What follows belongs to an exercise in optimizing a design on an open flow for small area; a production flow would make more cautious choices. Only simulation tests tie the RTL to the original design; equivalence was not proved. Power is estimated from default activity; no workload was simulated.

### run.sh
#!/bin/bash
# synth_recipe.tcl (not shown) runs the flow's synth.tcl, then flattens the netlist and writes it again
# the make line also repeats each setting of config.mk as NAME=value (left out here)
make -C /OpenROAD-flow-scripts/flow DESIGN_CONFIG=/design/flow/config.mk WORK_HOME=/design/flow/orfs CLKGATE_MAP_FILE= SYNTH_SCRIPT=/design/flow/synth_recipe.tcl finish
### config.mk
export PLATFORM = sky130hd
export DESIGN_NAME = ram64
export DESIGN_NICKNAME = ram64
export VERILOG_FILES = /design/flow/design.v
export SDC_FILE = /design/flow/constraint.sdc
export NUM_CORES = 4
export LEC_CHECK = 0
export CAP_MARGIN = 20
export CORE_MARGIN = 2
export CORE_UTILIZATION = 40
export SLEW_MARGIN = 20
### constraint.sdc
create_clock -name core_clock -period 7.0 [get_ports {clk}]
set_input_delay 1.4000 -clock core_clock [delete_from_list [all_inputs] [get_ports {clk}]]
set_output_delay 1.4000 -clock core_clock [all_outputs]
set_load 0.01 [all_outputs]
### design.v
package ram_pkg;
    localparam int DATA_WIDTH_DEFAULT = 16;
    typedef logic [DATA_WIDTH_DEFAULT-1:0] word_t;
    localparam int RAM8_DEPTH   = 8;
    localparam int RAM64_DEPTH  = 64;
    localparam int RAM8_ADDR_W  = $clog2(RAM8_DEPTH);
    localparam int RAM64_ADDR_W = $clog2(RAM64_DEPTH);
    localparam int RAM64_BANKS  = RAM64_DEPTH / RAM8_DEPTH;
endpackage
import ram_pkg::*;
module ram8
#(
    parameter int DATA_WIDTH = DATA_WIDTH_DEFAULT
) (
    input  logic                   clk,
    input  logic                   reset,
    input  logic                   load,
    input  logic [RAM8_ADDR_W-1:0] address,
    input  logic [DATA_WIDTH-1:0]  in,
    output logic [DATA_WIDTH-1:0]  out
);
    logic [DATA_WIDTH-1:0] word_reg [RAM8_DEPTH];
    generate
        for (genvar gi = 0; gi < RAM8_DEPTH; gi++) begin : g_word
            logic word_we;
            assign word_we = load && (address == RAM8_ADDR_W'(gi));
            always_ff @(posedge clk or posedge reset) begin
                if (reset) begin
                    word_reg[gi] <= '0;
                end else if (word_we) begin
                    word_reg[gi] <= in;
                end
            end
        end
    endgenerate
    assign out = word_reg[address];
endmodule
import ram_pkg::*;
module ram64
#(
    parameter int DATA_WIDTH = DATA_WIDTH_DEFAULT
) (
    input  logic                    clk,
    input  logic                    reset,
    input  logic                    load,
    input  logic [RAM64_ADDR_W-1:0] address,
    input  logic [DATA_WIDTH-1:0]   in,
    output logic [DATA_WIDTH-1:0]   out
);
    localparam int BANK_W = RAM64_ADDR_W - RAM8_ADDR_W;
    logic [BANK_W-1:0]      bank_sel;
    logic [RAM8_ADDR_W-1:0] word_sel;
    logic [RAM64_BANKS-1:0] bank_load;
    logic [DATA_WIDTH-1:0]  bank_out [RAM64_BANKS];
    assign bank_sel = address[RAM64_ADDR_W-1:RAM8_ADDR_W];
    assign word_sel = address[RAM8_ADDR_W-1:0];
    generate
        for (genvar gi = 0; gi < RAM64_BANKS; gi++) begin : g_bank
            assign bank_load[gi] = load && (bank_sel == BANK_W'(gi));
            ram8 #(
                .DATA_WIDTH (DATA_WIDTH)
            ) u_ram8 (
                .clk     (clk),
                .reset   (reset),
                .load    (bank_load[gi]),
                .address (word_sel),
                .in      (in),
                .out     (bank_out[gi])
            );
        end
    endgenerate
    assign out = bank_out[bank_sel];
endmodule
==> flow_summary.ini, run 1 <==
[status]
outcome = complete, no violations

[timing]
hold_violations = 0
fin_crit_sh = 0.955
fin_tns_setup_ns = 0
worst_pin_slew_ns = 1.15
slew_viol_final = 0
slew_headroom = 0.231
grt_setup_unrepaired = false
finalSetupViolCount = 0
period_needed_ns = 6.69
setup_slack_ns = 0.314
fmax_mhz = 150
fin_skew_ns = 0

[power]
seqPwrFrac = 0.473
p_switching_mw = 3.85
clkPwrFrac = 0.395
power_leakage_nw = 24.3
power.total_mw = 15.0
p_int_mw = 11.1
ir_drop_mv = 0.232
p_per_area_nw_per_um2 = 284
comb_power_share = 0.132
switching_share = 0.257

[final_layout]
layout_common_cells = 1034 x mux2_2, 1024 x dfrtp_1, 157 x o21ai_0
fin_util = 0.454
areaGrowthSynthToFinish_pct = 12.2
fill_cells = 10500
layout_commonest_cell = mux2_2
nets = 3469
final_cell_area_um2 = 52800
layout-drive-gt1-share = 0.430
largest_reg_flops = 1024

[detailed_routing]
drt_iter0_markers = 2966
first_pass_iters = 6
drc_errors = 0
via_per_inst = 6.05
post_drt_wl_per_cell_um = 29.4
ant_nets = 0
vias = 30600
drt-total-wl_mm = 149

[logic_synthesis]
synth_cell_types = 64
synthCells = 3476
synth-edff-count = 0
synthesis.area_um2 = 47000
ys_ff_latch = 1024
yosysSeqAreaShare = 0.545
syn_avg_cell_area_um2 = 13.5
yosys_warnings = 4
yosys_most_used_dff = dfrtp_1
synthArstFlopShare = 1.00
synth_nets = 3501

[critical_path]
start_kind = input port
required_ns = 5.60
arrival_ns = 5.29
cp-end-kind = primary output
path_class = in -> out
cp_max_fo = 9

[global_route]
antenna_found_initial = 4
grt_pass1_wl_mm = 220
grt_usage = 0.247
grt_pass1_vias = 30400
grt_max_degree = 159
gr-total-overflow = 0

[clocking]
cts_inserted_buffers = 108
clockBufferDepth = 3
clock_sinks = 1024
cts_tree = built
cts_resized = 0
post_cts_buffers = 0
clock_latency_ns = 0.70
postCtsHoldBufs = 0
htreeDepth = 3
cts_root_buf = clkbuf_16
path_clk_slew_ns = 0.06

[worst_hold_path]
hold_class = reg -> reg

[floorplan]
start_util = 0.404
die_x_um = 347
rows = 125
core_um2 = 116000
ioPinCount = 41
dieArea_um2 = 120000
fp.dieH_um = 347

[flow_run]
max_cap_violations = 0

[placed_design]
pre_cts_slack_ns = 0.471
hpwl_mm = 91.1
post_dp_cell_area_um2 = 49100
portBuffers = 40
gp_congestion = 0.847
-- worst max-delay path, stage by stage --
cell,delay [ns]
clkdlybuf4s50_1,0.74
nor3b_2,0.73
o21ai_0,0.29
or3_1,0.43
a21oi_1,0.20
nor3_1,0.09
a31oi_1,0.70
clkdlybuf4s50_1,0.68
-- area by class of cell --
type	count	area (um2)	share of cell area
Tap cell	1524	1910	0.0361
Clock inverter	32	355	0.00673
Clock buffer	168	3310	0.0627
Sequential cell	1024	25600	0.485
Timing Repair Buffer	190	1720	0.0326
Multi-Input combinational cell	2090	19800	0.374
Antenna cell	2	5.00	0.0000948
Inverter	30	116	0.00220
-- layer usage --
| metal | routed length (um) | part of all wire | track usage |
|---|---|---|---|
| met1 | 67300 | 0.45 | 0.364 |
| met2 | 65500 | 0.44 | 0.367 |
| met3 | 11000 | 0.074 | 0.0476 |
| met4 | 5070 | 0.034 | 0.0784 |
| met5 | 40 | 0.00027 | 0 |
-- Yosys cell counts, types with 14 or more instances --
master     instances  area, um2
a21oi_1           77        385
mux4_2            64       1440
buf_2            109        546
o2bb2ai_1         21        184
mux2_2          1034      11600
a221oi_1          61        534
nand2_1          119        447
o22ai_1           41        257
nor2_2            28        175
a211oi_1          41        308
a22oi_1           32        240
buf_4             44        330
nor2_1            82        308
o21ai_0          157        786
o221ai_1          30        263
dfrtp_1         1024      25600
inv_1             28        105
clkbuf_1         144        541
a22o_1            16        140
buf_1             23       86.3
nand2_2           14       87.6
mux2i_1          117       1170
o211ai_1          16        120
-- per-stage QoR --
stage                     hold slack [ns]  instances
after floorplan                     0.459       3476
after global placement              0.472       4854
after detailed placement            0.481       4855
after CTS                           0.495       5055
after global routing                0.508       5058
final                               0.493       5060
-- power groups by stage --
stage	sequential, mW	combinational, mW	clock, mW
2_1_floorplan	7.10	1.40	0
3_3_place_gp	7.17	1.93	0
3_5_place_dp	7.19	1.96	0
4_1_cts	7.09	1.97	6.01
5_1_grt	7.18	2.11	6.24
6_report	7.09	1.97	5.93
-- final timing paths --
check	startpoint	endpoint	slack, ns	cells past startpoint
max in group asynchronous	reset	g_bank[6].u_ram8.word_reg[7][10]$_DFFE_PP0P_	4.30	4
worst min register to register	g_bank[0].u_ram8.word_reg[0][0]$_DFFE_PP0P_	g_bank[0].u_ram8.word_reg[0][0]$_DFFE_PP0P_	0.49	1
worst min-delay path	g_bank[0].u_ram8.word_reg[0][0]$_DFFE_PP0P_	g_bank[0].u_ram8.word_reg[0][0]$_DFFE_PP0P_	0.49	1
min in group asynchronous	reset	g_bank[3].u_ram8.word_reg[7][15]$_DFFE_PP0P_	1.10	2
worst max register to register	g_bank[5].u_ram8.word_reg[6][8]$_DFFE_PP0P_	g_bank[5].u_ram8.word_reg[6][8]$_DFFE_PP0P_	6.19	1
worst max-delay path	address[4]	out[10]	0.31	8
-- kinds of logic after synthesis --
family | after synthesis | synth area share
buf+inv | 362 | 0.0372
mux | 1221 | 0.304
flops | 1024 | 0.545
simple gates | 310 | 0.0321
compound gates | 559 | 0.0816
==> run 2, diff against run 1 <==
==> design.v (replaced) <==
package ram_pkg;
    localparam int DATA_WIDTH_DEFAULT = 16;
    typedef logic [DATA_WIDTH_DEFAULT-1:0] word_t;
    localparam int RAM8_DEPTH   = 8;
    localparam int RAM64_DEPTH  = 64;
    localparam int RAM8_ADDR_W  = $clog2(RAM8_DEPTH);
    localparam int RAM64_ADDR_W = $clog2(RAM64_DEPTH);
    localparam int RAM64_BANKS  = RAM64_DEPTH / RAM8_DEPTH;
endpackage
module ram64_hold (
    input  logic we,
    input  logic hold,
    input  logic d,
    input  logic q,
    output logic nxt
);
    assign nxt = (we & d) | (hold & q);
endmodule
module ram64_ao3 (
    input  logic s0,
    input  logic d0,
    input  logic s1,
    input  logic d1,
    input  logic s2,
    input  logic d2,
    output logic y_n
);
    assign y_n = ~((s0 & d0) | (s1 & d1) | (s2 & d2));
endmodule
import ram_pkg::*;
module ram64_rdbit (
    input  logic [RAM64_DEPTH-1:0] sel,
    input  logic [RAM64_DEPTH-1:0] d,
    output logic                   y
);
    localparam int N3 = RAM64_DEPTH / 3;
    logic [N3-1:0] t_n;
    generate
        for (genvar gi = 0; gi < N3; gi++) begin : g_ao
            ram64_ao3 u_ao (
                .s0  (sel[3*gi]),
                .d0  (d[3*gi]),
                .s1  (sel[3*gi+1]),
                .d1  (d[3*gi+1]),
                .s2  (sel[3*gi+2]),
                .d2  (d[3*gi+2]),
                .y_n (t_n[gi])
            );
        end
    endgenerate
    logic rest;
    always_comb begin
        rest = 1'b0;
        for (int i = 3 * N3; i < RAM64_DEPTH; i++) begin
            rest |= sel[i] & d[i];
        end
    end
    assign y = rest | ~(&t_n);
endmodule
import ram_pkg::*;
module ram64
#(
    parameter int DATA_WIDTH = DATA_WIDTH_DEFAULT
) (
    input  logic                    clk,
    input  logic                    reset,
    input  logic                    load,
    input  logic [RAM64_ADDR_W-1:0] address,
    input  logic [DATA_WIDTH-1:0]   in,
    output logic [DATA_WIDTH-1:0]   out
);
    localparam int HI_W = RAM64_ADDR_W - RAM8_ADDR_W;
    logic [RAM8_DEPTH-1:0]  hi_dec;      
    logic [RAM8_DEPTH-1:0]  hi_ld;       
    logic [RAM8_DEPTH-1:0]  lo_dec;      
    logic [RAM64_DEPTH-1:0] word_we;
    logic [RAM64_DEPTH-1:0] word_sel;
    logic [RAM64_DEPTH-1:0] valid;
    logic [DATA_WIDTH-1:0]  word_q   [RAM64_DEPTH];
    logic [DATA_WIDTH-1:0]  word_nxt [RAM64_DEPTH];
    always_comb begin
        for (int i = 0; i < RAM8_DEPTH; i++) begin
            hi_dec[i] = (address[RAM64_ADDR_W-1:RAM8_ADDR_W] == HI_W'(i));
            lo_dec[i] = (address[RAM8_ADDR_W-1:0] == RAM8_ADDR_W'(i));
        end
    end
    assign hi_ld = load ? hi_dec : '0;
    generate
        for (genvar gi = 0; gi < RAM64_DEPTH; gi++) begin : g_word
            assign word_we[gi]  = hi_ld[gi / RAM8_DEPTH] & lo_dec[gi % RAM8_DEPTH];
            assign word_sel[gi] = hi_dec[gi / RAM8_DEPTH] & lo_dec[gi % RAM8_DEPTH] & valid[gi];
            for (genvar bi = 0; bi < DATA_WIDTH; bi++) begin : g_bit
                ram64_hold u_hold (
                    .we   (word_we[gi]),
                    .hold (~word_we[gi]),
                    .d    (in[bi]),
                    .q    (word_q[gi][bi]),
                    .nxt  (word_nxt[gi][bi])
                );
            end
            always_ff @(posedge clk) begin
                word_q[gi] <= word_nxt[gi];
            end
        end
    endgenerate
    always_ff @(posedge clk or posedge reset) begin
        if (reset) begin
            valid <= '0;
        end else begin
            valid <= valid | word_we;
        end
    end
    generate
        for (genvar bi = 0; bi < DATA_WIDTH; bi++) begin : g_rd
            logic [RAM64_DEPTH-1:0] d;
            for (genvar wi = 0; wi < RAM64_DEPTH; wi++) begin : g_d
                assign d[wi] = word_q[wi][bi];
            end
            ram64_rdbit u_rd (
                .sel (word_sel),
                .d   (d),
                .y   (out[bi])
            );
        end
    endgenerate
endmodule
--- a/config.mk
+++ b/config.mk
@@ -6,6 +6,9 @@
 export NUM_CORES = 4
 export LEC_CHECK = 0
-export CAP_MARGIN = 20
+export CAP_MARGIN = 5
 export CORE_MARGIN = 2
-export CORE_UTILIZATION = 40
-export SLEW_MARGIN = 20
+export CORE_UTILIZATION = 60
+export CTS_BUF_LIST = sky130_fd_sc_hd__clkbuf_8
+export SETUP_SLACK_MARGIN = 0.2
+export SLEW_MARGIN = 5
+export SYNTH_HIERARCHICAL = 1
==> flow_summary.ini, run 2 <==
[placed_design]
post_dp_cell_area_um2 = 39400
hpwl_mm = 80.1
pre_cts_slack_ns = 0.235
portBuffers = 40
gp_congestion = 0.963

[critical_path]
cp_max_fo = 17
r2r-end = word_q[23][9]$_DFF_P_
cp-end-kind = primary output
start_kind = input port
required_ns = 5.60
timing.rr.start = word_q[23][9]$_DFF_P_
arrival_ns = 5.23
path_class = in -> out
regToRegSetupSlack_ns = 6.32
reg2reg_depth = 1

[floorplan]
fp.dieH_um = 253
start_util = 0.606
rows = 91
ioPinCount = 41
dieArea_um2 = 64200
die_x_um = 253
core_um2 = 61600

[global_route]
antenna_found_initial = 4
grt_usage = 0.402
grt_pass1_vias = 30400
grt_pass1_wl_mm = 195
gr-total-overflow = 0
grt_max_degree = 65

[detailed_routing]
drc_errors = 0
ant_nets = 0
vias = 31900
post_drt_wl_per_cell_um = 31.5
drt-total-wl_mm = 132
first_pass_iters = 10
drt_iter0_markers = 5649
via_per_inst = 7.61

[timing]
fin_tns_setup_ns = 0
fmax_mhz = 151
slew_viol_final = 0
fin_skew_ns = 0
worst_pin_slew_ns = 1.35
grt_setup_unrepaired = false
setup_slack_ns = 0.370
period_needed_ns = 6.63
finalSetupViolCount = 0
slew_headroom = 0.0999
fin_crit_sh = 0.947
hold_violations = 0

[final_layout]
layout_common_cells = 1024 x a22o_1, 1024 x dfxtp_1, 336 x a222oi_1
multi_input_area_um2 = 15000
final_cell_area_um2 = 42900
nets = 3259
fin_util = 0.697
final-seq-area_um2 = 22100
largest_reg_flops = 1024
areaGrowthSynthToFinish_pct = 15.0
layout-drive-gt1-share = 0.125
fill_cells = 4534

[clocking]
postCtsHoldBufs = 0
clock_sinks = 1088
clock_latency_ns = 0.81
cts_root_buf = clkbuf_8
post_cts_buffers = 0
clockBufferDepth = 3
path_clk_slew_ns = 0.06
cts_resized = 0
cts_tree = built
htreeDepth = 4
cts_inserted_buffers = 170

[power]
p_per_area_nw_per_um2 = 327
ir_drop_mv = 0.210
power.total_mw = 14.0
power_leakage_nw = 18.4

[worst_hold_path]
hold_end = valid[4]$_DFF_PP0_
hold_class = reg -> reg
min_delay_path_depth = 1
hold_start = valid[4]$_DFF_PP0_

[logic_synthesis]
synth_cell_types = 33
synth-edff-count = 0
ys_ff_latch = 1088
synth-compound-area-share = 0.346
synthesis.area_um2 = 37300
synthSimpleGateAreaFrac = 0.0536
syn_avg_cell_area_um2 = 12.7
synth_mux_area_frac = 0
yosys_most_used_dff = dfxtp_1
yosysSeqAreaShare = 0.592
synthArstFlopShare = 0.0588
synth_top_family_by_area = compound AO/OA/AOI/OAI gates
synth-xor-area-share = 0
yosys-top-cells-count = 1024 x a22o_1, 1024 x dfxtp_1, 336 x a222oi_1, 96 x nand2_1, 66 x and3_1
synth_nets = 2967
yosysTopAreaCell = dfxtp_1
synthTopCellsByArea = dfxtp_1 55%, a22o_1 24%, a222oi_1 9.0%, dfrtp_1 4.3%, a21o_1 1.3%
synth_top_area_share = 0.549
yosys_warnings = 11
synthCells = 2942
synth_fa_ha_area_frac = 0

[status]
outcome = complete, no violations

[flow_run]
max_cap_violations = 0
-- run 2: cell types whose count changed after synthesis, moves of 77 or more --
cell	previous run	this run
clkbuf_1	144	15
dfrtp_1	1024	64
a21oi_1	77	0
buf_2	109	24
o21ai_0	157	0
dfxtp_1	0	1024
mux2_2	1034	0
a222oi_1	5	336
mux2i_1	117	0
a22o_1	16	1024
-- run 2: layout make-up --
| class | count | area share |
|---|---|---|
| flip-flops and latches | 1088 | 0.515 |
| multi-input cells | 1800 | 0.349 |
| clock buffers | 223 | 0.0715 |
| repair buffers | 173 | 0.0312 |
| clock inverters | 73 | 0.00851 |
| inverters | 1 | 0.0000874 |
| diodes | 2 | 0.000117 |
| well taps | 837 | 0.0244 |
-- run 2: logic make-up after synthesis --
group                  Yosys count
AOI/OAI and AO/OA             1440
and+or+nand+nor                360
buffers and inverters           54
DFF                           1088
-- run 2: critical path, cell delays in order --
cell	delay (ns)
clkdlybuf4s50_1	0.45
buf_4	0.24
buf_4	0.21
nor3b_2	0.12
and3_1	0.50
a222oi_1	0.62
nand4_1	0.45
nor4_1	0.44
buf_4	0.22
nand2_1	0.07
clkdlybuf4s50_1	0.48
-- run 2: per-module statistics from Yosys, one instance, submodules excluded --
module	flip-flops and latches	copies in the design	cell area, um2	cells inside
ram64	1088	1	24200	1438
ram64_rdbit	0	16	51.3	9
ram64_ao3	0	336	10.0	1
ram64_hold	0	1024	8.76	1
-- run 2: worst max path at each step --
stage	from	end	slack, ns
after CTS	address[3]	out[11]	0.22
after global placement	address[2]	out[15]	0.31
after floorplan	address[4]	out[0]	2.49
final	address[4]	out[14]	0.37
after detailed placement	address[2]	out[11]	0.23
after global routing	address[4]	out[3]	0.27
-- run 2: power by group --
part	switching, mW	leakage [nW]	total (mW)	internal, mW
sequential	0.508	9.24	7.59	7.09
clock	2.42	1.99	5.33	2.90
combinational	0.490	7.18	1.11	0.619
total	3.42	18.4	14.0	10.6
-- run 2: per-stage QoR --
stage | hold WS, ns | std cells
2_1_floorplan | 0.420 | 2942
6_report | 0.447 | 4197
3_3_place_gp | 0.429 | 3897
5_1_grt | 0.458 | 4197
3_5_place_dp | 0.435 | 3897
4_1_cts | 0.449 | 4193
-- run 2: per-layer routing --
metal | vias to the layer above | GRT usage | wire [um]
li1 | 13400 | - | -
met1 | 15800 | 0.539 | 51100
met2 | 2347 | 0.573 | 56300
met3 | 448 | 0.110 | 16200
met4 | 2 | 0.256 | 8530
met5 | - | 0 | 19
==> run 3, diff against run 2 <==
--- a/config.mk
+++ b/config.mk
@@ -10,4 +10,6 @@
 export CORE_UTILIZATION = 60
 export CTS_BUF_LIST = sky130_fd_sc_hd__clkbuf_8
+export CTS_CLUSTER_DIAMETER = 50
+export CTS_CLUSTER_SIZE = 16
 export SETUP_SLACK_MARGIN = 0.2
 export SLEW_MARGIN = 5
==> flow_summary.ini, run 3 <==
[global_route]
grt_pass1_vias = 29400
grt_max_degree = 65
gr-total-overflow = 0
antenna_found_initial = 4
grt_pass1_wl_mm = 192
grt_usage = 0.396

[clocking]
cts_inserted_buffers = 95
cts_tree = built
cts_root_buf = clkbuf_8
postCtsHoldBufs = 0
clockBufferDepth = 3
clock_sinks = 1088
clock_latency_ns = 0.75
post_cts_buffers = 0
path_clk_slew_ns = 0.08
htreeDepth = 3

[logic_synthesis]
synthesis.area_um2 = 37300
yosysTopAreaCell = dfxtp_1
yosys_warnings = 11
ys_ff_latch = 1088
yosys-top-cells-count = 1024 x a22o_1, 1024 x dfxtp_1, 336 x a222oi_1, 96 x nand2_1, 66 x and3_1
synthTopCellsByArea = dfxtp_1 55%, a22o_1 24%, a222oi_1 9.0%, dfrtp_1 4.3%, a21o_1 1.3%
synth_cell_types = 33
synthCells = 2942
syn_avg_cell_area_um2 = 12.7
yosys_most_used_dff = dfxtp_1
synth-edff-count = 0
synth_nets = 2967
synth_top_area_share = 0.549
yosysSeqAreaShare = 0.592
synthArstFlopShare = 0.0588

[detailed_routing]
post_drt_wl_per_cell_um = 32.1
vias = 31400
drt-total-wl_mm = 131
first_pass_iters = 13
via_per_inst = 7.71
drc_errors = 0
ant_nets = 0
drt_iter0_markers = 5662

[power]
seqPwrFrac = 0.600
power_leakage_nw = 17.5
p_switching_mw = 3.26
comb_power_share = 0.088
ir_drop_mv = 0.225
p_int_mw = 9.38
switching_share = 0.258
p_per_area_nw_per_um2 = 304
clkPwrFrac = 0.312

[timing]
worst_pin_slew_ns = 1.31
finalSetupViolCount = 0
hold_violations = 0
grt_setup_unrepaired = false
fin_crit_sh = 0.947
fin_skew_ns = 0
slew_viol_final = 0
fin_tns_setup_ns = 0
setup_slack_ns = 0.372
fmax_mhz = 151
slew_headroom = 0.122
period_needed_ns = 6.63

[critical_path]
crit_slowest_cell = nor4_1
crit_start = address[4]
cp_max_fo = 17
path_class = in -> out
arrival_ns = 5.23
critPathMostFrequentCell = buf_4
path_cells = clkdlybuf4s50_1 > buf_4 > and3b_1 > and3_1 > buf_4 > a222oi_1 > nand4_1 > nor4_1 > buf_4 > nand2_1 > clkdlybuf4s50_1
reg2reg_depth = 1
timing.rr.start = word_q[22][9]$_DFF_P_
cpPeakStageDelay_ns = 0.55
start_kind = input port
path_buf_inv = 5
required_ns = 5.60
worst-path-stages = 11
cp-end-kind = primary output
cp_top_family = simple AND/OR/NAND/NOR gates

[placed_design]
dp_cells = 3897
gp_congestion = 0.963
hpwl_mm = 80.1
pre_cts_slack_ns = 0.235
post_dp_cell_area_um2 = 39400
portBuffers = 40

[final_layout]
fin_cells = 4072
final-seq-area_um2 = 22100
final_cell_area_um2 = 41600
layout_common_cells = 1024 x a22o_1, 1024 x dfxtp_1, 336 x a222oi_1
largest_reg_flops = 1024
nets = 3184
fill_cells = 4650
multi_input_area_um2 = 15000
layout-drive-gt1-share = 0.103
areaGrowthSynthToFinish_pct = 11.4

[floorplan]
die_x_um = 253
fp.dieH_um = 253
dieArea_um2 = 64200
rows = 91
core_um2 = 61600
ioPinCount = 41
start_util = 0.606

[worst_hold_path]
hold_class = reg -> reg
min_delay_path_depth = 1
hold_start = valid[17]$_DFF_PP0_

[status]
outcome = complete, no violations

[flow_run]
max_cap_violations = 0
==> run 3: worst paths after layout <==
kind,end,slack (ns)
hold reg to reg,valid[17]$_DFF_PP0_,0.45
max in group asynchronous,valid[17]$_DFF_PP0_,5.06
min in group asynchronous,valid[8]$_DFF_PP0_,1.32
hold / removal,valid[17]$_DFF_PP0_,0.45
setup / recovery,out[12],0.37
setup reg to reg,word_q[22][9]$_DFF_P_,6.31
==> run 3: layer usage <==
metal | vias up | share of wire | wire, um | GRT usage
met5 | - | 0 | 0 | 0
met4 | 0 | 0.060 | 7890 | 0.207
met3 | 405 | 0.12 | 15800 | 0.0930
li1 | 13100 | - | - | -
met2 | 2238 | 0.43 | 55900 | 0.577
met1 | 15600 | 0.39 | 51100 | 0.546
==> run 3: logic make-up (layout without fill, tap and decap cells) <==
kind of cell           count (synthesis)  in the layout  synth area share
AO/OA/AOI/OAI                       1440           1440             0.346
buffers and inverters                 54            344           0.00778
flip-flops                          1088           1088             0.592
other                                  0              3                 0
AND/OR/NAND/NOR                      360            360            0.0536
==> run 3: stage by stage <==
step / total power [mW] / hold slack [ns] / utilization
final: 12.6 / 0.454 / 0.675
after global routing: 13.0 / 0.466 / 0.675
after CTS: 12.6 / 0.456 / 0.674
after detailed placement: 8.76 / 0.435 / 0.640
after global placement: 8.68 / 0.429 / 0.640
after floorplan: 8.28 / 0.420 / -
==> run 3: timing repair <==
item                                   4_1_cts  5_1_grt
gates resized for setup                      0        9
endpoints found under the hold margin        0        0
setup endpoints to repair                    0       12
==> run 3: layout make-up <==
cell class | instances | area share
Antenna cell | 3 | 0.000181
Clock buffer | 106 | 0.0351
Clock inverter | 64 | 0.0144
Inverter | 1 | 0.0000903
Multi-Input combinational cell | 1800 | 0.361
Sequential cell | 1088 | 0.532
Tap cell | 837 | 0.0252
Timing Repair Buffer | 173 | 0.0324
==> run 3: power by group through the flow <==
stage / logic (mW) / registers (mW) / clock network [mW]
finish: 1.11 / 7.58 / 3.95
global route: 1.18 / 7.66 / 4.21
CTS: 1.08 / 7.55 / 3.97
detailed placement: 1.08 / 7.68 / 0
global placement: 1.03 / 7.65 / 0
floorplan: 0.749 / 7.53 / 0
==> run 3: per-module statistics from Yosys, one instance, submodules excluded <==
module,flops+latches,cell area [um2],cells inside
ram64,1088,24200,1438
ram64_rdbit,0,51.3,9
ram64_hold,0,8.76,1
ram64_ao3,0,10.0,1
==> run 4, diff against run 3 <==
==> config.mk (replaced) <==
export PLATFORM = sky130hd
export DESIGN_NAME = ram64
export DESIGN_NICKNAME = ram64
export VERILOG_FILES = /design/flow/design.v
export SDC_FILE = /design/flow/constraint.sdc
export NUM_CORES = 4
export LEC_CHECK = 0
export CAP_MARGIN = 20
export CORE_MARGIN = 2
export CORE_UTILIZATION = 40
export CTS_BUF_LIST = sky130_fd_sc_hd__clkbuf_4 sky130_fd_sc_hd__clkbuf_8
export SETUP_SLACK_MARGIN = 0.2
export SLEW_MARGIN = 20
export SYNTH_HIERARCHICAL = 1
==> flow_summary.ini, run 4 <==
[floorplan]
ioPinCount = 41
rows = 112
dieArea_um2 = 95800
start_util = 0.402
fp.dieH_um = 309
core_um2 = 92900
die_x_um = 309

[logic_synthesis]
synthCells = 2942
synth_cell_types = 33
yosys_most_used_dff = dfxtp_1
yosysTopAreaCell = dfxtp_1
ys_ff_latch = 1088
synth-edff-count = 0
synth_nets = 2967
syn_avg_cell_area_um2 = 12.7
synthArstFlopShare = 0.0588
yosys-top-cells-count = 1024 x a22o_1, 1024 x dfxtp_1, 336 x a222oi_1, 96 x nand2_1, 66 x and3_1
yosys_warnings = 11
yosysSeqAreaShare = 0.592
synth_top_area_share = 0.549
synthesis.area_um2 = 37300
synthTopCellsByArea = dfxtp_1 55%, a22o_1 24%, a222oi_1 9.0%, dfrtp_1 4.3%, a21o_1 1.3%

[detailed_routing]
drt_iter0_markers = 5562
vias = 31900
via_per_inst = 6.87
ant_nets = 0
first_pass_iters = 9
drt-total-wl_mm = 142
post_drt_wl_per_cell_um = 30.5
drc_errors = 0

[power]
comb_power_share = 0.077
p_switching_mw = 3.64
p_int_mw = 11.0
p_per_area_nw_per_um2 = 332
power_leakage_nw = 18.5
switching_share = 0.249
ir_drop_mv = 0.215
clkPwrFrac = 0.404
seqPwrFrac = 0.519

[final_layout]
layout_common_cells = 1024 x a22o_1, 1024 x dfxtp_1, 336 x a222oi_1
areaGrowthSynthToFinish_pct = 18.0
fill_cells = 8299
largest_reg_flops = 1024
nets = 3273
layout-drive-gt1-share = 0.162

[clocking]
cts_tree = built
clockBufferDepth = 3
clock_latency_ns = 0.87
clock_sinks = 1088
postCtsHoldBufs = 0
htreeDepth = 4
cts_inserted_buffers = 178
post_cts_buffers = 0
cts_root_buf = clkbuf_8
path_clk_slew_ns = 0.06

[timing]
hold_violations = 0
fin_skew_ns = 0
fin_crit_sh = 0.981
slew_viol_final = 0
finalSetupViolCount = 0
grt_setup_unrepaired = false
fin_tns_setup_ns = 0
worst_pin_slew_ns = 1.19
setup_slack_ns = 0.132
period_needed_ns = 6.87
fmax_mhz = 146
slew_headroom = 0.202
worst_hold_slack_ns = 0.448

[critical_path]
arrival_ns = 5.47
cpPeakStageDelay_ns = 0.64
regToRegSetupSlack_ns = 6.33
cp_top_family = simple AND/OR/NAND/NOR gates
path_cells = clkdlybuf4s50_1 > buf_4 > and3b_1 > and3_2 > a222oi_1 > nand4_1 > nor4_2 > buf_4 > nand2_1 > clkdlybuf4s50_1
required_ns = 5.60
timing.rr.start = valid[14]$_DFF_PP0_
path_buf_inv = 4
path_class = in -> out
start_kind = input port
worst-path-stages = 10
r2r-end = valid[14]$_DFF_PP0_
reg2reg_depth = 1
crit_slowest_cell = nor4_2
cp-end-kind = primary output
cp_max_fo = 24

[worst_hold_path]
hold_end = valid[41]$_DFF_PP0_
hold_start = valid[41]$_DFF_PP0_
min_delay_path_depth = 1
hold_class = reg -> reg

[global_route]
grt_pass1_wl_mm = 210
antenna_found_initial = 7
grt_max_degree = 65
grt_pass1_vias = 31200
grt_usage = 0.289
gr-total-overflow = 0

[placed_design]
gp_congestion = 0.917
pre_cts_slack_ns = 0.0238
portBuffers = 40
hpwl_mm = 86.2

[flow_run]
max_cap_violations = 0

[status]
outcome = complete, no violations
[run 4: logic make-up after synthesis]
group,synth area share
compound gates,0.346
buf+inv,0.00778
flops,0.592
simple gates,0.0536
[run 4: routing by layer]
metal	wire length, um	global-route usage
met4	5160	0.114
met5	65	0
met2	62500	0.433
met1	59200	0.400
met3	15000	0.0717
[run 4: per-module statistics from Yosys (local to each module, per instance)]
module | flops+latches | copies in the design | area [um2]
ram64 | 1088 | 1 | 24200
ram64_rdbit | 0 | 16 | 51.3
ram64_ao3 | 0 | 336 | 10.0
ram64_hold | 0 | 1024 | 8.76
[run 4: worst max-delay path by stage]
stage               endpoint  slack, ns        from
global placement      out[9]       0.01  address[3]
finish                out[1]       0.13  address[3]
floorplan             out[0]       2.49  address[4]
CTS                   out[2]       0.20  address[1]
global route         out[15]       0.20  address[3]
detailed placement    out[7]       0.02  address[1]
[run 4: cell type report]
type	instances	area, um2	area share
multi-input cells	1800	15100	0.343
inverters	1	3.75	0.0000852
repair buffers	179	1400	0.0318
diodes	3	7.51	0.000170
well taps	1254	1570	0.0356
clock buffers	286	3570	0.0811
flip-flops and latches	1088	22100	0.502
clock inverters	36	283	0.00642
[run 4: what timing repair did]
item	in CTS	in global routing
pin swaps	2	8
gates resized for setup	7	18
setup endpoints to repair	6	11
hold endpoints to repair	0	0
[run 4: power groups by stage]
stage               Sequential (mW)  Combinational (mW)  Clock (mW)
CTS                            7.57                1.11        5.98
finish                         7.60                1.12        5.91
detailed placement             7.68                1.10           0
global placement               7.66                1.04           0
global route                   7.67                1.21        6.28
floorplan                      7.53               0.749           0
[run 4: through the flow]
stage,power (mW),std cells,cell area (um2),utilization
floorplan,8.28,2942,37300,-
CTS,14.7,4644,44000,0.473
global placement,8.70,4320,40000,0.431
finish,14.6,4647,44000,0.474
global route,15.2,4646,44000,0.474
detailed placement,8.78,4322,40100,0.432
==> run 5, diff against run 4 <==
==> flow/run.sh (new file) <==
#!/bin/bash
set -euo pipefail
bash standard.sh \
  "CTS_ARGS=-sink_clustering_enable -repair_clock_nets -dont_use_dummy_load -sink_clustering_size 24 -sink_clustering_max_diameter 60 -buf_list sky130_fd_sc_hd__clkbuf_16" \
  finish > flow_make.log 2>&1
==> standard.sh (new file) <==
#!/bin/bash
# synth_recipe.tcl (not shown) runs the flow's synth.tcl, then flattens the netlist and writes it again
# the make line also repeats each setting of config.mk as NAME=value (left out here)
make -C /OpenROAD-flow-scripts/flow DESIGN_CONFIG=/design/flow/config.mk WORK_HOME=/design/flow/orfs CLKGATE_MAP_FILE= SYNTH_SCRIPT=/design/flow/synth_recipe.tcl "${@:-finish}"
--- a/config.mk
+++ b/config.mk
@@ -9,5 +9,7 @@
 export CORE_MARGIN = 2
 export CORE_UTILIZATION = 40
-export CTS_BUF_LIST = sky130_fd_sc_hd__clkbuf_4 sky130_fd_sc_hd__clkbuf_8
+export CTS_BUF_LIST = sky130_fd_sc_hd__clkbuf_16
+export CTS_CLUSTER_DIAMETER = 60
+export CTS_CLUSTER_SIZE = 24
 export SETUP_SLACK_MARGIN = 0.2
 export SLEW_MARGIN = 20
removed: run.sh
==> flow_summary.ini, run 5 <==
[clocking]
clock_sinks = 1088
htreeDepth = 3
cts_root_buf = clkbuf_16
clock_latency_ns = 0.63
post_cts_buffers = 0
path_clk_slew_ns = 0.04
clockBufferDepth = 3
cts_inserted_buffers = 83
cts_tree = built

[floorplan]
rows = 112
die_x_um = 309
fp.dieH_um = 309
core_um2 = 92900
ioPinCount = 41
dieArea_um2 = 95800
start_util = 0.402

[critical_path]
arrival_ns = 5.41
required_ns = 5.60
r2r-end = word_q[38][0]$_DFF_P_
timing.rr.start = word_q[38][0]$_DFF_P_
start_kind = input port
cp_max_fo = 16
cp-end-kind = primary output
path_class = in -> out
reg2reg_depth = 1
crit_start = address[1]
regToRegSetupSlack_ns = 6.33

[final_layout]
layout-drive-gt1-share = 0.0981
largest_reg_flops = 1024
layout_common_cells = 1024 x a22o_1, 1024 x dfxtp_1, 336 x a222oi_1
nets = 3178
areaGrowthSynthToFinish_pct = 13.3
final_cell_area_um2 = 42300

[logic_synthesis]
synthesis.area_um2 = 37300
synthCells = 2942
yosysTopAreaCell = dfxtp_1
ys_ff_latch = 1088
synth_cell_types = 33
yosys-top-cells-count = 1024 x a22o_1, 1024 x dfxtp_1, 336 x a222oi_1, 96 x nand2_1, 66 x and3_1
synth_top_area_share = 0.549
yosys_most_used_dff = dfxtp_1
syn_avg_cell_area_um2 = 12.7
synth-edff-count = 0
yosysSeqAreaShare = 0.592
synthTopCellsByArea = dfxtp_1 55%, a22o_1 24%, a222oi_1 9.0%, dfrtp_1 4.3%, a21o_1 1.3%
yosys_warnings = 11
synthArstFlopShare = 0.0588
synth_nets = 2967

[detailed_routing]
first_pass_iters = 9
ant_nets = 0
drc_errors = 0
via_per_inst = 7.07
vias = 31100
post_drt_wl_per_cell_um = 31.6
drt-total-wl_mm = 139
drt_iter0_markers = 5346

[placed_design]
portBuffers = 40
post_dp_cell_area_um2 = 40100
gp_congestion = 0.917
hpwl_mm = 86.2

[status]
outcome = complete, no violations

[timing]
fin_tns_setup_ns = 0
finalSetupViolCount = 0
worst_hold_slack_ns = 0.443
hold_violations = 0
slew_viol_final = 0
period_needed_ns = 6.81
fin_crit_sh = 0.973
slew_headroom = 0.210
grt_setup_unrepaired = true
fmax_mhz = 147
worst_pin_slew_ns = 1.19
fin_skew_ns = 0

[global_route]
grt_pass1_wl_mm = 206
top_usage_layer = met2
grt_usage = 0.282
antenna_found_initial = 6
grt_pass1_vias = 30000
grt_use_met1 = 0.398
grt.met3_usage = 0.0590
gr-total-overflow = 0
grt_max_degree = 65
grt_util_met2 = 0.426

[worst_hold_path]
hold_end = valid[45]$_DFF_PP0_
hold_class = reg -> reg
min_delay_path_depth = 1
hold_start = valid[45]$_DFF_PP0_

[power]
ir_drop_mv = 0.178
power_leakage_nw = 17.5
p_per_area_nw_per_um2 = 305
power.total_mw = 12.9

[flow_run]
max_cap_violations = 0
==> run 5: through the flow <==
step | setup slack (ns) | utilization | cells
after global routing | 0.109 | 0.455 | 4405
after detailed placement | 0.0238 | 0.432 | 4322
after CTS | 0.201 | 0.454 | 4405
final | 0.190 | 0.455 | 4406
after floorplan | 2.49 | - | 2942
after global placement | 0.0149 | 0.431 | 4320
==> run 5: area by class of cell <==
class	count	area (um2)
Fill cell	8349	50600
Inverter	1	3.75
Antenna cell	1	2.50
Timing Repair Buffer	179	1400
Sequential cell	1088	22100
Tap cell	1254	1570
Clock buffer	83	2080
Multi-Input combinational cell	1800	15100
==> run 5: layer usage <==
layer / up-vias / part of all wire
met5: - / 0.00034
met4: 8 / 0.038
met3: 294 / 0.10
met2: 1907 / 0.44
met1: 15900 / 0.42
li1: 13000 / -
==> run 5: Yosys stat by module (local to each module, per instance) <==
module / flops+latches / times used / cells inside / cell area, um2
ram64: 1088 / 1 / 1438 / 24200
ram64_rdbit: 0 / 16 / 9 / 51.3
ram64_ao3: 0 / 336 / 1 / 10.0
ram64_hold: 0 / 1024 / 1 / 8.76
==> run 5: critical path, cell delays in order <==
cell and delay, ns:
clkdlybuf4s50_1 0.62, buf_4 0.25, nor3b_4 0.10, buf_12 0.17, and3_2 0.36, a222oi_1 0.67, nand4_1 0.49, nor4_1 0.48
buf_4 0.21, nand2_1 0.11, clkdlybuf4s50_1 0.52
==> run 5: cells by family after synthesis <==
logic type,Yosys count,synth area share
AO/OA/AOI/OAI,1440,0.346
flip-flops,1088,0.592
AND/OR/NAND/NOR,360,0.0536
buffers and inverters,54,0.00778
==> run 5: worst max path at each step <==
stage / end / slack [ns] / cells after the start
2_1_floorplan: out[0] / 2.49 / 8
3_3_place_gp: out[9] / 0.01 / 10
3_5_place_dp: out[7] / 0.02 / 11
4_1_cts: out[2] / 0.20 / 11
5_1_grt: out[5] / 0.11 / 11
6_report: out[2] / 0.19 / 11
==> run 5: power breakdown <==
group / internal [mW] / leakage, nW / total (mW) / switching [mW]
registers: 7.08 / 9.24 / 7.59 / 0.511
clock network: 2.09 / 1.02 / 4.19 / 2.11
logic: 0.624 / 7.19 / 1.12 / 0.500
==> run 5: what timing repair did <==
action / in CTS / in global routing
resized for setup: 7 / 17
hold buffers: 0 / 0
pin swaps: 3 / 8
endpoints found under the setup margin: 6 / 11
==> run 6, diff against run 5 <==
--- a/config.mk
+++ b/config.mk
@@ -8,5 +8,5 @@
 export CAP_MARGIN = 20
 export CORE_MARGIN = 2
-export CORE_UTILIZATION = 40
+export CORE_UTILIZATION = 50
 export CTS_BUF_LIST = sky130_fd_sc_hd__clkbuf_16
 export CTS_CLUSTER_DIAMETER = 60
==> flow_summary.ini, run 6 <==
[status]
outcome = complete, no violations

[critical_path]
critPathMostFrequentCell = buf_4
start_kind = input port
crit_slowest_cell = a211oi_1
path_cells = clkdlybuf4s50_1 > buf_4 > nor3_4 > buf_4 > and3_1 > buf_4 > a222oi_1 > nand2_1 > a211oi_1 > nand2_1 > clkdlybuf4s50_1
cp_max_fo = 13
path_class = in -> out
cp-end-kind = primary output
reg2reg_depth = 1
cpPeakStageDelay_ns = 0.81
required_ns = 5.60
arrival_ns = 5.42

[logic_synthesis]
synth_fa_ha_area_frac = 0
synth-compound-area-share = 0.346
synth-xor-area-share = 0
yosys_warnings = 11
synthSimpleGateAreaFrac = 0.0536
yosysTopAreaCell = dfxtp_1
synthesis.area_um2 = 37300
synth_mux_area_frac = 0
synthArstFlopShare = 0.0588
synth_top_family_by_area = compound AO/OA/AOI/OAI gates
yosys-top-cells-count = 1024 x a22o_1, 1024 x dfxtp_1, 336 x a222oi_1, 96 x nand2_1, 66 x and3_1
yosys_most_used_dff = dfxtp_1
synth_top_area_share = 0.549
synthTopCellsByArea = dfxtp_1 55%, a22o_1 24%, a222oi_1 9.0%, dfrtp_1 4.3%, a21o_1 1.3%
yosysSeqAreaShare = 0.592
syn_avg_cell_area_um2 = 12.7
ys_ff_latch = 1088
synthCells = 2942
synth_nets = 2967
synth-edff-count = 0
synth_cell_types = 33

[clocking]
clock_sinks = 1088
cts_tree = built
clockBufferDepth = 3
clock_latency_ns = 0.64
path_clk_slew_ns = 0.06
cts_inserted_buffers = 73
post_cts_buffers = 0
htreeDepth = 3
cts_root_buf = clkbuf_16

[floorplan]
start_util = 0.503
core_um2 = 74200
dieArea_um2 = 76800
rows = 100
fp.dieH_um = 277
die_x_um = 277
ioPinCount = 41

[detailed_routing]
drt_iter0_markers = 5751
via_per_inst = 7.55
post_drt_wl_per_cell_um = 33.6
drc_errors = 0
vias = 31300
ant_nets = 0
first_pass_iters = 7
drt-total-wl_mm = 139

[power]
ir_drop_mv = 0.217
seqPwrFrac = 0.601
p_per_area_nw_per_um2 = 301
switching_share = 0.242
comb_power_share = 0.088
clkPwrFrac = 0.311
power.total_mw = 12.6
p_int_mw = 9.55
power_leakage_nw = 17.5
p_switching_mw = 3.05

[timing]
slew_viol_final = 0
fmax_mhz = 147
finalSetupViolCount = 0
fin_skew_ns = 0
period_needed_ns = 6.82
grt_setup_unrepaired = true
fin_tns_setup_ns = 0
slew_headroom = 0.234
fin_crit_sh = 0.974
hold_violations = 0
worst_pin_slew_ns = 1.15
worst_hold_slack_ns = 0.447

[worst_hold_path]
min_delay_path_depth = 1
hold_class = reg -> reg

[global_route]
antenna_found_initial = 2
grt_pass1_vias = 30000
gr-total-overflow = 0
grt_pass1_wl_mm = 204
grt_usage = 0.349
grt_max_degree = 65

[final_layout]
nets = 3201
fin_cells = 4143
layout-drive-gt1-share = 0.0986
final-seq-area_um2 = 22100
layout_common_cells = 1024 x a22o_1, 1024 x dfxtp_1, 336 x a222oi_1
largest_reg_flops = 1024
fill_cells = 6242
multi_input_area_um2 = 15000
areaGrowthSynthToFinish_pct = 12.1
fin_util = 0.564
n_antenna_cell = 0

[placed_design]
gp_congestion = 0.905
hpwl_mm = 85.6
portBuffers = 40
dp_cells = 4070

[flow_run]
max_cap_violations = 0
run 6: worst max-delay path: cells and delay by family:
kind	cells	cell delay, ns
AO/OA/AOI/OAI	2	1.10
AND/OR/NAND/NOR	4	0.96
buffers and inverters	5	1.94
run 6: layout make-up:
cell class | count | share of cell area
sequential | 1088 | 0.528
multi-input combinational | 1800 | 0.359
clock buffer | 73 | 0.0436
timing repair buffer | 212 | 0.0400
tap | 969 | 0.0290
inverter | 1 | 0.0000897
run 6: power by group through the flow:
stage | logic [mW] | clock network (mW) | registers (mW)
2_1_floorplan | 0.749 | 0 | 7.53
3_3_place_gp | 1.04 | 0 | 7.65
3_5_place_dp | 1.09 | 0 | 7.67
4_1_cts | 1.09 | 3.94 | 7.55
5_1_grt | 1.19 | 4.16 | 7.66
6_report | 1.11 | 3.91 | 7.57
run 6: cells by family (layout without fill, tap and decap cells):
kind of cell	Yosys count	after routing
AND/OR/NAND/NOR	360	360
flip-flops	1088	1088
AO/OA/AOI/OAI	1440	1440
buffers and inverters	54	286
run 6: what timing repair did:
action | 4_1_cts | 5_1_grt
gates resized for setup | 1 | 8
hold buffers | 0 | 0
pin swaps | 0 | 3
setup endpoints to repair | 1 | 10
run 6: final timing paths:
kind | startpoint | slack [ns] | end
worst min register to register | valid[59]$_DFF_PP0_ | 0.45 | valid[59]$_DFF_PP0_
max in group asynchronous | reset | 4.97 | valid[56]$_DFF_PP0_
worst max register to register | valid[43]$_DFF_PP0_ | 6.31 | valid[43]$_DFF_PP0_
min in group asynchronous | reset | 1.38 | valid[7]$_DFF_PP0_
worst min-delay path | valid[59]$_DFF_PP0_ | 0.45 | valid[59]$_DFF_PP0_
worst max-delay path | address[1] | 0.18 | out[11]
run 6: Yosys stat by module (local to each module, per instance):
module	times used	flip-flops and latches	cells inside
ram64	1	1088	1438
ram64_ao3	336	0	1
ram64_hold	1024	0	1
ram64_rdbit	16	0	9
run 6: stage by stage:
step           setup slack, ns  cell area (um2)
3_3_place_gp             0.234            39900
2_1_floorplan             2.49            37300
3_5_place_dp             0.206            40000
6_report                 0.185            41900
4_1_cts                  0.256            41800
5_1_grt                  0.169            41900
run 6: metal layers:
| layer | up-vias | share of wire | track usage |
|---|---|---|---|
| met3 | 261 | 0.11 | 0.0812 |
| met2 | 1960 | 0.43 | 0.518 |
| met5 | - | 0.00019 | 0 |
| met1 | 16000 | 0.42 | 0.497 |
| met4 | 4 | 0.038 | 0.126 |
| li1 | 13100 | - | - |
==> run 7, diff against run 6 <==
==> flow/run.sh (replaced) <==
#!/bin/bash
set -euo pipefail
bash standard.sh \
  "CTS_ARGS=-sink_clustering_enable -repair_clock_nets -dont_use_dummy_load -sink_clustering_size 24 -sink_clustering_max_diameter 60 -buf_list sky130_fd_sc_hd__clkbuf_16" \
  "BUFFER_PORTS_ARGS=-buffer_cell sky130_fd_sc_hd__buf_1" \
  finish > flow_make.log 2>&1
--- a/config.mk
+++ b/config.mk
@@ -6,5 +6,5 @@
 export NUM_CORES = 4
 export LEC_CHECK = 0
-export CAP_MARGIN = 20
+export CAP_MARGIN = 10
 export CORE_MARGIN = 2
 export CORE_UTILIZATION = 50
@@ -13,4 +13,4 @@
 export CTS_CLUSTER_SIZE = 24
 export SETUP_SLACK_MARGIN = 0.2
-export SLEW_MARGIN = 20
+export SLEW_MARGIN = 10
 export SYNTH_HIERARCHICAL = 1
==> flow_summary.ini, run 7 <==
[status]
outcome = complete, no violations

[final_layout]
layout-drive-gt1-share = 0.0729
areaGrowthSynthToFinish_pct = 10.0
largest_reg_flops = 1024
nets = 3128
layout_common_cells = 1024 x a22o_1, 1024 x dfxtp_1, 336 x a222oi_1
fin_cells = 4071

[placed_design]
pre_cts_slack_ns = 0.378
hpwl_mm = 84.2
gp_congestion = 0.912
portBuffers = 40
dp_cells = 3995

[logic_synthesis]
syn_avg_cell_area_um2 = 12.7
synth-xor-area-share = 0
yosysSeqAreaShare = 0.592
synth_fa_ha_area_frac = 0
synthTopCellsByArea = dfxtp_1 55%, a22o_1 24%, a222oi_1 9.0%, dfrtp_1 4.3%, a21o_1 1.3%
ys_ff_latch = 1088
synthSimpleGateAreaFrac = 0.0536
yosys-top-cells-count = 1024 x a22o_1, 1024 x dfxtp_1, 336 x a222oi_1, 96 x nand2_1, 66 x and3_1
synthCells = 2942
yosysTopAreaCell = dfxtp_1
synthArstFlopShare = 0.0588
synth_mux_area_frac = 0
synth_top_area_share = 0.549
yosys_warnings = 11
synth-edff-count = 0
synthesis.area_um2 = 37300
synth-compound-area-share = 0.346
synth_cell_types = 33
synth_nets = 2967
yosys_most_used_dff = dfxtp_1
synth_top_family_by_area = compound AO/OA/AOI/OAI gates

[clocking]
clock_latency_ns = 0.62
post_cts_buffers = 0
path_clk_slew_ns = 0.04
clockBufferDepth = 3
cts_tree = built
clock_sinks = 1088
cts_root_buf = clkbuf_16
cts_inserted_buffers = 72
htreeDepth = 3

[critical_path]
regToRegSetupSlack_ns = 6.32
worst-path-stages = 10
start_kind = input port
timing.rr.start = valid[38]$_DFF_PP0_
r2r-end = valid[38]$_DFF_PP0_
path_cells = buf_1 > buf_4 > and3b_1 > buf_4 > and3_1 > a222oi_1 > nand4_1 > nor4_1 > nand2_1 > buf_1
path_buf_inv = 4
crit_start = address[1]
required_ns = 5.60
cp_max_fo = 16
cp_top_family = simple AND/OR/NAND/NOR gates
cpPeakStageDelay_ns = 0.72
reg2reg_depth = 1
crit_slowest_cell = nor4_1
arrival_ns = 5.23
path_class = in -> out
cp-end-kind = primary output

[detailed_routing]
via_per_inst = 7.62
first_pass_iters = 10
post_drt_wl_per_cell_um = 33.6
vias = 31000
ant_nets = 0
drc_errors = 0
drt-total-wl_mm = 137
drt_iter0_markers = 5661

[flow_run]
max_cap_violations = 0

[power]
p_per_area_nw_per_um2 = 305
power_leakage_nw = 17.1
ir_drop_mv = 0.196

[floorplan]
core_um2 = 74200
die_x_um = 277
dieArea_um2 = 76800
ioPinCount = 41
rows = 100
start_util = 0.503
fp.dieH_um = 277

[timing]
slew_viol_final = 0
fin_skew_ns = 0
period_needed_ns = 6.63
setup_slack_ns = 0.366
hold_violations = 0
fin_crit_sh = 0.948
fmax_mhz = 151
grt_setup_unrepaired = false
worst_pin_slew_ns = 1.31
finalSetupViolCount = 0
worst_hold_slack_ns = 0.444
slew_headroom = 0.120
fin_tns_setup_ns = 0

[worst_hold_path]
hold_end = valid[31]$_DFF_PP0_
hold_class = reg -> reg
hold_start = valid[31]$_DFF_PP0_
min_delay_path_depth = 1

[global_route]
gr-total-overflow = 0
grt_max_degree = 65
grt_usage = 0.342
grt_pass1_vias = 28600
grt_pass1_wl_mm = 200
antenna_found_initial = 8
-- run 7: power by group --
part	internal, mW	switching, mW
Clock	1.83	2.04
Combinational	0.598	0.503
Sequential	7.08	0.495
-- run 7: kinds of logic after synthesis --
group	Yosys count
buffers and inverters	54
DFF	1088
and+or+nand+nor	360
AOI/OAI and AO/OA	1440
-- run 7: per-stage QoR --
stage / cell area (um2) / power (mW) / utilization
after global placement: 39200 / 8.68 / 0.528
after floorplan: 37300 / 8.28 / -
after CTS: 41000 / 12.5 / 0.553
final: 41100 / 12.5 / 0.553
after global routing: 41100 / 13.0 / 0.553
after detailed placement: 39200 / 8.75 / 0.529
-- run 7: cell type report --
type	instances	area, um2
tap	969	1210
sequential	1088	22100
clock buffer	72	1800
inverter	1	3.75
fill	6268	33100
antenna	1	2.50
multi-input combinational	1800	15000
timing repair buffer	140	955
-- run 7: worst max path at each step --
stage	slack (ns)	endpoint
final	0.37	out[14]
after global routing	0.30	out[14]
after CTS	0.38	out[14]
after detailed placement	0.38	out[14]
after global placement	0.41	out[14]
after floorplan	2.49	out[0]
-- run 7: routing by layer --
metal	wire [um]	vias up	global-route usage
met5	67	-	0
met4	5000	10	0.112
met3	16200	251	0.0818
met2	57200	2084	0.488
met1	58300	15700	0.505
li1	-	13000	-
-- run 7: repair_timing --
action                                  CTS  global route
endpoints found under the setup margin    0             1
resized for setup                         0             4
hold buffers                              0             0
-- run 7: modules after synthesis, one instance, submodules excluded --
| module | cell area [um2] | flops+latches | times used |
|---|---|---|---|
| ram64 | 24200 | 1088 | 1 |
| ram64_rdbit | 51.3 | 0 | 16 |
| ram64_ao3 | 10.0 | 0 | 336 |
| ram64_hold | 8.76 | 0 | 1024 |
==> run 8, diff against run 7 <==
==> flow/run.sh (replaced) <==
#!/bin/bash
set -euo pipefail
bash standard.sh \
  "CTS_ARGS=-sink_clustering_enable -repair_clock_nets -dont_use_dummy_load -sink_clustering_size 30 -sink_clustering_max_diameter 60 -buf_list sky130_fd_sc_hd__clkbuf_16" \
  "BUFFER_PORTS_ARGS=-buffer_cell sky130_fd_sc_hd__buf_1" \
  finish > flow_make.log 2>&1
--- a/config.mk
+++ b/config.mk
@@ -11,5 +11,5 @@
 export CTS_BUF_LIST = sky130_fd_sc_hd__clkbuf_16
 export CTS_CLUSTER_DIAMETER = 60
-export CTS_CLUSTER_SIZE = 24
+export CTS_CLUSTER_SIZE = 30
 export SETUP_SLACK_MARGIN = 0.2
 export SLEW_MARGIN = 10
==> flow_summary.ini, run 8 <==
[logic_synthesis]
synth_cell_types = 33
synth-edff-count = 0
yosys_warnings = 11
ys_ff_latch = 1088
synthesis.area_um2 = 37300
synth_nets = 2967
yosysSeqAreaShare = 0.592
synthTopCellsByArea = dfxtp_1 55%, a22o_1 24%, a222oi_1 9.0%, dfrtp_1 4.3%, a21o_1 1.3%
synthArstFlopShare = 0.0588
yosys_most_used_dff = dfxtp_1
yosys-top-cells-count = 1024 x a22o_1, 1024 x dfxtp_1, 336 x a222oi_1, 96 x nand2_1, 66 x and3_1
syn_avg_cell_area_um2 = 12.7
synthCells = 2942
synth_top_area_share = 0.549
yosysTopAreaCell = dfxtp_1

[critical_path]
cp_max_fo = 16
timing.rr.start = valid[38]$_DFF_PP0_
arrival_ns = 5.25
cp-end-kind = primary output
start_kind = input port
required_ns = 5.60
crit_slowest_cell = nor4_1
path_class = in -> out
cpPeakStageDelay_ns = 0.73
cp_top_family = simple AND/OR/NAND/NOR gates
path_cells = buf_1 > buf_4 > and3b_1 > buf_4 > and3_1 > a222oi_1 > nand4_1 > nor4_1 > nand2_1 > buf_1
crit_start = address[1]
path_buf_inv = 4

[worst_hold_path]
hold_class = reg -> reg
hold_start = valid[31]$_DFF_PP0_

[timing]
finalSetupViolCount = 0
fin_skew_ns = 0
worst_pin_slew_ns = 1.35
fmax_mhz = 150
hold_violations = 0
setup_slack_ns = 0.350
grt_setup_unrepaired = false
fin_tns_setup_ns = 0
slew_viol_final = 0
fin_crit_sh = 0.950
period_needed_ns = 6.65
slew_headroom = 0.0991
worst_hold_slack_ns = 0.444

[clocking]
clock_latency_ns = 0.62
path_clk_slew_ns = 0.04
clock_sinks = 1088
clockBufferDepth = 3
cts_resized = 0
cts_inserted_buffers = 71
cts_tree = built
cts_root_buf = clkbuf_16
postCtsHoldBufs = 0
post_cts_buffers = 0
htreeDepth = 3

[detailed_routing]
first_pass_iters = 10
drt_iter0_markers = 5786
via_per_inst = 7.61
vias = 31000
drc_errors = 0
drt-total-wl_mm = 137
ant_nets = 0
post_drt_wl_per_cell_um = 33.7

[global_route]
gr-total-overflow = 0
grt_usage = 0.342
grt_pass1_vias = 28600
grt_max_degree = 65
grt_pass1_wl_mm = 200
antenna_found_initial = 9

[final_layout]
fin_util = 0.553
areaGrowthSynthToFinish_pct = 9.96
largest_reg_flops = 1024
fin_cells = 4070
fill_cells = 6264
layout-drive-gt1-share = 0.0726
nets = 3127
multi_input_area_um2 = 15000
layout_common_cells = 1024 x a22o_1, 1024 x dfxtp_1, 336 x a222oi_1
final-seq-area_um2 = 22100

[placed_design]
portBuffers = 40
dp_cells = 3995
gp_congestion = 0.912
hpwl_mm = 84.2
pre_cts_slack_ns = 0.378

[power]
power_leakage_nw = 17.1
seqPwrFrac = 0.605
switching_share = 0.242
p_switching_mw = 3.03
clkPwrFrac = 0.307
ir_drop_mv = 0.197
p_per_area_nw_per_um2 = 305
p_int_mw = 9.48
comb_power_share = 0.088

[floorplan]
core_um2 = 74200
dieArea_um2 = 76800
ioPinCount = 41
fp.dieH_um = 277
rows = 100
start_util = 0.503
die_x_um = 277

[flow_run]
max_cap_violations = 0

[status]
outcome = complete, no violations
-- run 8: cell counts after synthesis --
Identical to the previous run, type by type.
-- run 8: logic make-up after synthesis --
| logic type | after synthesis | share of synthesized area |
|---|---|---|
| AOI/OAI and AO/OA | 1440 | 0.346 |
| DFF | 1088 | 0.592 |
| buffers and inverters | 54 | 0.00778 |
| and+or+nand+nor | 360 | 0.0536 |
-- run 8: per-stage QoR --
step | total power, mW | cell area, um2
final | 12.5 | 41000
after global routing | 12.9 | 41000
after CTS | 12.5 | 41000
after detailed placement | 8.75 | 39200
after global placement | 8.68 | 39200
after floorplan | 8.28 | 37300
-- run 8: final cells by class --
| type | count | share of cell area |
|---|---|---|
| sequential | 1088 | 0.539 |
| clock buffer | 71 | 0.0433 |
| multi-input combinational | 1800 | 0.365 |
| tap | 969 | 0.0295 |
| inverter | 1 | 0.0000915 |
| timing repair buffer | 140 | 0.0233 |
| antenna | 1 | 0.0000610 |
-- run 8: power by group through the flow --
stage	Clock, mW	Combinational [mW]	Sequential (mW)
2_1_floorplan	0	0.749	7.53
3_3_place_gp	0	1.03	7.65
3_5_place_dp	0	1.08	7.67
4_1_cts	3.88	1.08	7.54
5_1_grt	4.10	1.18	7.65
6_report	3.83	1.10	7.57
-- run 8: final timing paths --
check                                      endpoint  slack [ns]  cells after the start
worst max-delay path                        out[14]        0.35                     10
worst min-delay path            valid[31]$_DFF_PP0_        0.44                      1
worst max register to register  valid[38]$_DFF_PP0_        6.32                      1
worst min register to register  valid[31]$_DFF_PP0_        0.44                      1
max in group asynchronous       valid[51]$_DFF_PP0_        5.24                      3
min in group asynchronous        valid[5]$_DFF_PP0_        1.08                      3
-- run 8: per-layer routing --
metal / share of wire / track usage / up-vias
li1: - / - / 13000
met1: 0.42 / 0.508 / 15600
met2: 0.42 / 0.489 / 2096
met3: 0.12 / 0.0809 / 227
met4: 0.032 / 0.108 / 12
met5: 0.00058 / 0 / -
-- run 8: modules after synthesis, one instance, submodules excluded --
| module | area [um2] | flip-flops and latches | copies in the design | cells |
|---|---|---|---|---|
| ram64_rdbit | 51.3 | 0 | 16 | 9 |
| ram64 | 24200 | 1088 | 1 | 1438 |
| ram64_ao3 | 10.0 | 0 | 336 | 1 |
| ram64_hold | 8.76 | 0 | 1024 | 1 |
==> run 9, diff against run 8 <==
==> flow/run.sh (replaced) <==
#!/bin/bash
set -euo pipefail
bash standard.sh \
  "CTS_ARGS=-sink_clustering_enable -repair_clock_nets -dont_use_dummy_load -sink_clustering_size 24 -sink_clustering_max_diameter 90 -buf_list sky130_fd_sc_hd__clkbuf_16" \
  "BUFFER_PORTS_ARGS=-buffer_cell sky130_fd_sc_hd__buf_1" \
  finish > flow_make.log 2>&1
--- a/config.mk
+++ b/config.mk
@@ -10,6 +10,6 @@
 export CORE_UTILIZATION = 50
 export CTS_BUF_LIST = sky130_fd_sc_hd__clkbuf_16
-export CTS_CLUSTER_DIAMETER = 60
-export CTS_CLUSTER_SIZE = 30
+export CTS_CLUSTER_DIAMETER = 90
+export CTS_CLUSTER_SIZE = 24
 export SETUP_SLACK_MARGIN = 0.2
 export SLEW_MARGIN = 10
==> flow_summary.ini, run 9 <==
[status]
outcome = complete, no violations

[logic_synthesis]
synth-xor-area-share = 0
synth_fa_ha_area_frac = 0
synth_nets = 2967
synth-compound-area-share = 0.346
synth_top_area_share = 0.549
synthTopCellsByArea = dfxtp_1 55%, a22o_1 24%, a222oi_1 9.0%, dfrtp_1 4.3%, a21o_1 1.3%
synthSimpleGateAreaFrac = 0.0536
yosys_warnings = 11
ys_ff_latch = 1088
yosysSeqAreaShare = 0.592
synthCells = 2942
yosysTopAreaCell = dfxtp_1
synthArstFlopShare = 0.0588
synth_cell_types = 33
synthesis.area_um2 = 37300
synth-edff-count = 0
yosys-top-cells-count = 1024 x a22o_1, 1024 x dfxtp_1, 336 x a222oi_1, 96 x nand2_1, 66 x and3_1
synth_top_family_by_area = compound AO/OA/AOI/OAI gates
syn_avg_cell_area_um2 = 12.7
synth_mux_area_frac = 0
yosys_most_used_dff = dfxtp_1

[global_route]
grt_pass1_wl_mm = 200
gr-total-overflow = 0
antenna_found_initial = 9
grt_max_degree = 65
grt_pass1_vias = 28500
grt_usage = 0.341

[final_layout]
fill_cells = 6317
nets = 3105
areaGrowthSynthToFinish_pct = 8.57
largest_reg_flops = 1024
layout_common_cells = 1024 x a22o_1, 1024 x dfxtp_1, 336 x a222oi_1
fin_util = 0.546
layout-drive-gt1-share = 0.0653

[worst_hold_path]
hold_class = reg -> reg

[detailed_routing]
drc_errors = 0
drt-total-wl_mm = 137
post_drt_wl_per_cell_um = 33.8
via_per_inst = 7.64
ant_nets = 0
drt_iter0_markers = 6013
vias = 30900
first_pass_iters = 7

[power]
power_leakage_nw = 16.8
ir_drop_mv = 0.203
p_per_area_nw_per_um2 = 294

[clocking]
clockBufferDepth = 3
postCtsHoldBufs = 0
clock_latency_ns = 0.64
cts_tree = built
post_cts_buffers = 0
clock_sinks = 1088
htreeDepth = 2
cts_inserted_buffers = 51
cts_root_buf = clkbuf_16
path_clk_slew_ns = 0.09
cts_resized = 0

[critical_path]
arrival_ns = 5.32
start_kind = input port
path_class = in -> out
required_ns = 5.60
regToRegSetupSlack_ns = 6.32
cp-end-kind = primary output
cp_max_fo = 18

[timing]
fin_skew_ns = 0
slew_headroom = 0.118
slew_viol_final = 0
grt_setup_unrepaired = false
hold_violations = 0
fin_tns_setup_ns = 0
finalSetupViolCount = 0
fin_crit_sh = 0.959
period_needed_ns = 6.72
worst_pin_slew_ns = 1.32
fmax_mhz = 149

[floorplan]
die_x_um = 277
dieArea_um2 = 76800
start_util = 0.503
fp.dieH_um = 277
core_um2 = 74200
ioPinCount = 41
rows = 100

[flow_run]
max_cap_violations = 0

[placed_design]
gp_congestion = 0.912
hpwl_mm = 84.2
portBuffers = 40
-- run 9: cell counts after synthesis --
Identical to the previous run, type by type.
-- run 9: layout make-up --
cell class / instances / area [um2] / area share
antenna: 1 / 2.50 / 0.0000618
clock buffer: 51 / 1280 / 0.0315
inverter: 1 / 3.75 / 0.0000926
multi-input combinational: 1800 / 15000 / 0.370
sequential: 1088 / 22100 / 0.545
tap: 969 / 1210 / 0.0299
timing repair buffer: 138 / 936 / 0.0231
-- run 9: path summary, 6_finish.rpt --
path / from / endpoint / depth (start not counted)
hold reg to reg: valid[14]$_DFF_PP0_ / valid[14]$_DFF_PP0_ / 1
hold / removal: valid[14]$_DFF_PP0_ / valid[14]$_DFF_PP0_ / 1
setup / recovery: address[5] / out[5] / 8
min in group asynchronous: reset / valid[2]$_DFF_PP0_ / 3
setup reg to reg: valid[38]$_DFF_PP0_ / valid[38]$_DFF_PP0_ / 1
max in group asynchronous: reset / valid[51]$_DFF_PP0_ / 3
-- run 9: worst max-delay path: stages --
cell	delay [ns]
buf_1	0.64
and3b_1	0.41
and3_1	0.48
a222oi_1	0.84
nand4_1	0.48
nor4_1	0.65
nand2_1	0.22
buf_1	0.18
-- run 9: cell families after synthesis --
kind of cell    after synthesis
compound gates             1440
flops                      1088
simple gates                360
buf+inv                      54
-- run 9: stage by stage --
step	hold WS (ns)	worst slack (ns)	instance area [um2]	total power, mW	cells
after CTS	0.457	0.384	40500	11.9	4046
final	0.454	0.284	40500	11.9	4048
after floorplan	0.420	2.49	37300	8.28	2942
after global routing	0.465	0.202	40500	12.3	4048
after detailed placement	0.436	0.378	39200	8.75	3995
after global placement	0.429	0.407	39200	8.68	3995
-- run 9: modules after synthesis (local to each module, per instance) --
| module | flops+latches | times used |
|---|---|---|
| ram64_rdbit | 0 | 16 |
| ram64 | 1088 | 1 |
| ram64_ao3 | 0 | 336 |
| ram64_hold | 0 | 1024 |
-- run 9: report_power, final --
group | leakage, nW | total (mW) | internal [mW] | switching [mW]
Combinational | 6.91 | 1.10 | 0.598 | 0.503
Clock | 0.628 | 3.25 | 1.30 | 1.95
Sequential | 9.24 | 7.57 | 7.07 | 0.497
-- run 9: layer usage --
metal | vias to the layer above | GRT usage | part of all wire
met5 | - | 0 | 0.00072
met4 | 14 | 0.111 | 0.034
met3 | 222 | 0.0744 | 0.12
met2 | 2101 | 0.489 | 0.42
met1 | 15700 | 0.507 | 0.42
li1 | 12900 | - | -

==> afterwards: timing with drivers on the ports <==
Ports are ideal in the flow. The routed layouts listed here were re-timed in OpenROAD. Step 1 assumes that a clkbuf_16 drives the clock port and a buf_2 every other input. Step 2 adds t to the input delays and takes it off the output delays; t is the mean of the earliest and latest rising clock arrival at the registers after step 1. Input paths then give back, and output paths get back, about the clock's delay inside the block. Three values: ideal, step 1, step 2; two values: the first two.
run | t, ns | setup WS [ns] | hold WS [ns] | worst setup path at the end | worst register clock-pin slew, ns
run 1 | 0.768 | 0.314 / 0.275 / 0.275 | 0.493 / 0.493 / 0.493 | input to output | 0.07 / 0.07
run 2 | 0.869 | 0.370 / 0.346 / 0.346 | 0.447 / 0.447 / 0.447 | input to output | 0.07 / 0.07
run 3 | 0.798 | 0.372 / 0.348 / 0.348 | 0.454 / 0.454 / 0.454 | input to output | 0.11 / 0.11
run 4 | 0.914 | 0.132 / 0.104 / 0.104 | 0.448 / 0.448 / 0.448 | input to output | 0.07 / 0.07
run 5 | 0.690 | 0.190 / 0.065 / 0.065 | 0.443 / 0.443 / 0.443 | input to output | 0.10 / 0.10
run 6 | 0.695 | 0.185 / 0.105 / 0.105 | 0.447 / 0.447 / 0.447 | input to output | 0.09 / 0.09
run 7 | 0.679 | 0.366 / 0.328 / 0.328 | 0.444 / 0.444 / 0.444 | input to output | 0.10 / 0.10
run 8 | 0.684 | 0.350 / 0.324 / 0.324 | 0.444 / 0.444 / 0.444 | input to output | 0.11 / 0.11
run 9 | 0.703 | 0.284 / 0.196 / 0.196 | 0.454 / 0.454 / 0.454 | input to output | 0.10 / 0.10
After both steps setup and hold are still met in every run listed. For run 5, which loses most, drivers alone change the setup slack by -0.125 ns; drivers and shift together by -0.125 ns.
